Background: an optimization exercise with open tools, aiming at small area, a short achievable clock period and few clock cycles per item. Do not read the settings as production practice.
Power figures rest on the tool's default switching activity, not on a simulated workload.

Setup of cedar:
==> flow/design.v (excerpt) <==
module motion_standby_decider #(
   parameter int TIME_BITS  = 32,
   parameter int ACCEL_BITS = 16
) (
   input  logic                                 clock,
   input  logic                                 reset,
   input  logic                                 csr_wr_en,
   input  logic [msd_pkg::CSR_INDEX_BITS-1:0]   csr_index,
   input  logic [msd_pkg::CSR_DATA_BITS-1:0]    csr_wr_data,
   input  logic                                 req_valid,
   output logic                                 req_stall,
   input  logic [1:0]                           req_kind,
   input  logic [TIME_BITS-1:0]                 req_now_ms,
   input  logic [1:0]                           req_screen_context,
   input  logic [1:0]                           req_flat_class,
   input  logic signed [ACCEL_BITS-1:0]         req_accel_x,
   input  logic signed [ACCEL_BITS-1:0]         req_accel_y,
   input  logic signed [ACCEL_BITS-1:0]         req_accel_z,
   output logic                                 rsp_valid,
   input  logic                                 rsp_stall,
   output logic [1:0]                           rsp_verdict,
   output logic                                 rsp_screen_off,
   output logic                                 rsp_standby_now,
   output logic                                 rsp_wake_allowed
);
Settings: LEC_CHECK=0, CAP_MARGIN=20, CORE_MARGIN=2, CORE_UTILIZATION=40, SLEW_MARGIN=20; clock period 16.0 ns.
run.sh (not shown) runs the stock make flow with config.mk's settings and CLKGATE_MAP_FILE= SYNTH_SCRIPT=/design/flow/synth_recipe.tcl, a recipe that flattens the netlist after the stock synthesis.
> inputs changed (cedar -> birch)
- putting ABC_CLOCK_PERIOD_IN_PS at 3000 where nothing was set
### Flow results
- [compare] base=cedar new=birch: combinational power flat, final setup violation count flat, worst endpoint required time flat, number of standard cells in the layout, taps in and fillers out flat.
- birch vs. cedar: fraction of the mapped netlist area in adder cells about even; number of buffers added on ports stayed essentially flat; depth of the most critical reg-to-reg path level; multi-input logic portion of the cell area held.
No run of this note included a check of the RTL's function; only the layout flow was run.

---

Another version of the RTL of motion_standby_decider (not shown whole).
For scale: ~2500 cells after synthesis, ~130 I/O pins.
Settings: LEC_CHECK=0, CAP_MARGIN=20, CORE_MARGIN=2, CORE_UTILIZATION=40, SLEW_MARGIN=20; clock period 16.0 ns.
standard.sh (not shown) runs the stock make flow with config.mk's settings and CLKGATE_MAP_FILE= SYNTH_SCRIPT=/design/flow/synth_recipe.tcl, a recipe that flattens the netlist after the stock synthesis.
==> flow/flow/run.sh <==
#!/bin/bash
# Standard layout with these changes:
# - synthesis maps the logic with flow/abc_delay.script (area-oriented ABC mapping, then gate sizing) through
#   flow/my_synth.tcl, and leaves adders to ABC (no full-adder cell extraction), so ABC
#   sees whole arithmetic paths; registers are untouched;
# - port buffers are plain buf_1 cells;
# - timing repair aims at a setup margin (slack to keep in reserve) of 11 ns;
# - the clock tree uses clkbuf_8 cells over clusters of up to 12 registers, without dummy loads.
set -euo pipefail
export MY_ABC_SCRIPT=$PWD/flow/abc_delay.script
export BUFFER_PORTS_ARGS="-buffer_cell sky130_fd_sc_hd__buf_1"
export CTS_ARGS="-sink_clustering_enable -repair_clock_nets -dont_use_dummy_load -buf_list sky130_fd_sc_hd__clkbuf_8 -sink_clustering_size 12 -sink_clustering_max_diameter 50"
bash standard.sh SYNTH_SCRIPT=$PWD/flow/my_synth.tcl ADDER_MAP_FILE= SETUP_SLACK_MARGIN=11 finish > make_finish.log 2>&1
==> flow/flow/abc_delay.script <==
strash
dch
map -a
topo
stime -c
buffer -c
upsize -c
dnsize -c
==> flow/flow/my_synth.tcl <==
proc synth {args} { yosys synth -nofsm -noshare {*}$args }
# technology mapping with this flow's own ABC script (MY_ABC_SCRIPT) in place of ORFS's
proc abc {args} {
  set i [lsearch -exact $args -script]
  if {$i >= 0 && [info exists ::env(MY_ABC_SCRIPT)]} {
    set args [lreplace $args [expr {$i + 1}] [expr {$i + 1}] $::env(MY_ABC_SCRIPT)]
  }
  yosys abc {*}$args
}
source $::env(SCRIPTS_DIR)/synth.tcl
# left out here: clear keep_hierarchy, flatten, clean up, hide names made inside functions, write 1_2_yosys.v
==> next run, changes <==
--- a/flow/flow/run.sh
+++ b/flow/flow/run.sh
@@ -3 +3 @@
-# - synthesis maps the logic with flow/abc_delay.script (area-oriented ABC mapping, then gate sizing) through
+# - synthesis maps the logic with flow/abc_delay.script (ABC delay target 3000 ps) through
==> flow/flow/abc_delay.script (replaced) <==
strash
dch
map -D 3000 -B 0.9
topo
stime -c
buffer -c
upsize -c -D 3000
dnsize -c -D 3000
Settings changed: CORE_UTILIZATION 40 to 60.
Worst setup slack improves by 0.63 ns. Critical path depth is lower by 26. Non-clock buffer count is lower by 67.
==> next run, changes <==
--- a/flow/flow/run.sh
+++ b/flow/flow/run.sh
@@ -7 +7 @@
-# - timing repair aims at a setup margin (slack to keep in reserve) of 11 ns;
+# - timing repair aims at a setup margin (slack to keep in reserve) of 11.3 ns;
@@ -13 +13 @@
-bash standard.sh SYNTH_SCRIPT=$PWD/flow/my_synth.tcl ADDER_MAP_FILE= SETUP_SLACK_MARGIN=11 finish > make_finish.log 2>&1
+bash standard.sh SYNTH_SCRIPT=$PWD/flow/my_synth.tcl ADDER_MAP_FILE= SETUP_SLACK_MARGIN=11.3 finish > make_finish.log 2>&1
What happened: Sequential share of layout area drops by 0.89 points. Hold slack is about the same. First-iteration DRC count goes up by about 20%. Cell area climbs by about 2.2%. Sequential power is about the same. Die area stays the same. Area after synthesis does not change. Register-to-register slack improved by 0.21 ns.
==> next run, changes <==
--- a/flow/flow/run.sh
+++ b/flow/flow/run.sh
@@ -7 +7 @@
-# - timing repair aims at a setup margin (slack to keep in reserve) of 11.3 ns;
+# - timing repair aims at a setup margin (slack to keep in reserve) of 11.6 ns;
@@ -13 +13 @@
-bash standard.sh SYNTH_SCRIPT=$PWD/flow/my_synth.tcl ADDER_MAP_FILE= SETUP_SLACK_MARGIN=11.3 finish > make_finish.log 2>&1
+bash standard.sh SYNTH_SCRIPT=$PWD/flow/my_synth.tcl ADDER_MAP_FILE= SETUP_SLACK_MARGIN=11.6 finish > make_finish.log 2>&1
Settings changed: CORE_UTILIZATION 60 to 40.
Via count goes down by 3.7%.
Final cell count goes up by 8.5%.
Fmax goes up by 3.3%.
Global-route usage goes down by 9.6 points.
Core utilization goes down by 20 points.
Total power goes up by 1.8%.
Routed wire length stays flat.
Die area goes up by 49%.
No run of this note included a check of the RTL's function; only the layout flow was run.

[re-timing with driven ports]
How much do the figures lean on ideal ports? The routed layouts below were timed once more, with nothing changed but the port constraints.
Step 1 (the two cells are an assumption about what drives the block):
set clk [get_ports {clock}]
set_driving_cell -lib_cell sky130_fd_sc_hd__clkbuf_16 $clk
set_driving_cell -lib_cell sky130_fd_sc_hd__buf_2 [delete_from_list [all_inputs] $clk]
Step 2, shift: input delay + t, output delay - t, t = (earliest + latest rising clock arrival at the registers) / 2. This alone moves slack from input paths to output paths.
Slacks: ideal / step 1 / step 2; pairs: ideal / step 1.
| run | shift t [ns] | slack for setup (ns) | cell pins on the clock port's net |
|---|---|---|---|
| cedar | 0.627 | 7.190 / 7.190 / 7.190 | 1 |
| birch | 0.627 | 7.190 / 7.190 / 7.190 | 1 |
| the first run of note 2 | 0.665 | 10.648 / 10.648 / 10.648 | 1 |
| the second run of note 2 | 0.671 | 11.278 / 11.304 / 10.633 | 1 |
| the third run of note 2 | 0.670 | 11.516 / 11.516 / 10.908 | 1 |
| the fourth run of note 2 | 0.672 | 11.660 / 11.609 / 11.019 | 1 |
After both steps every run listed still meets setup and hold. The setup slack of the second run of note 2, which loses most, moves by +0.026 ns with the drivers and by -0.645 ns with both steps.
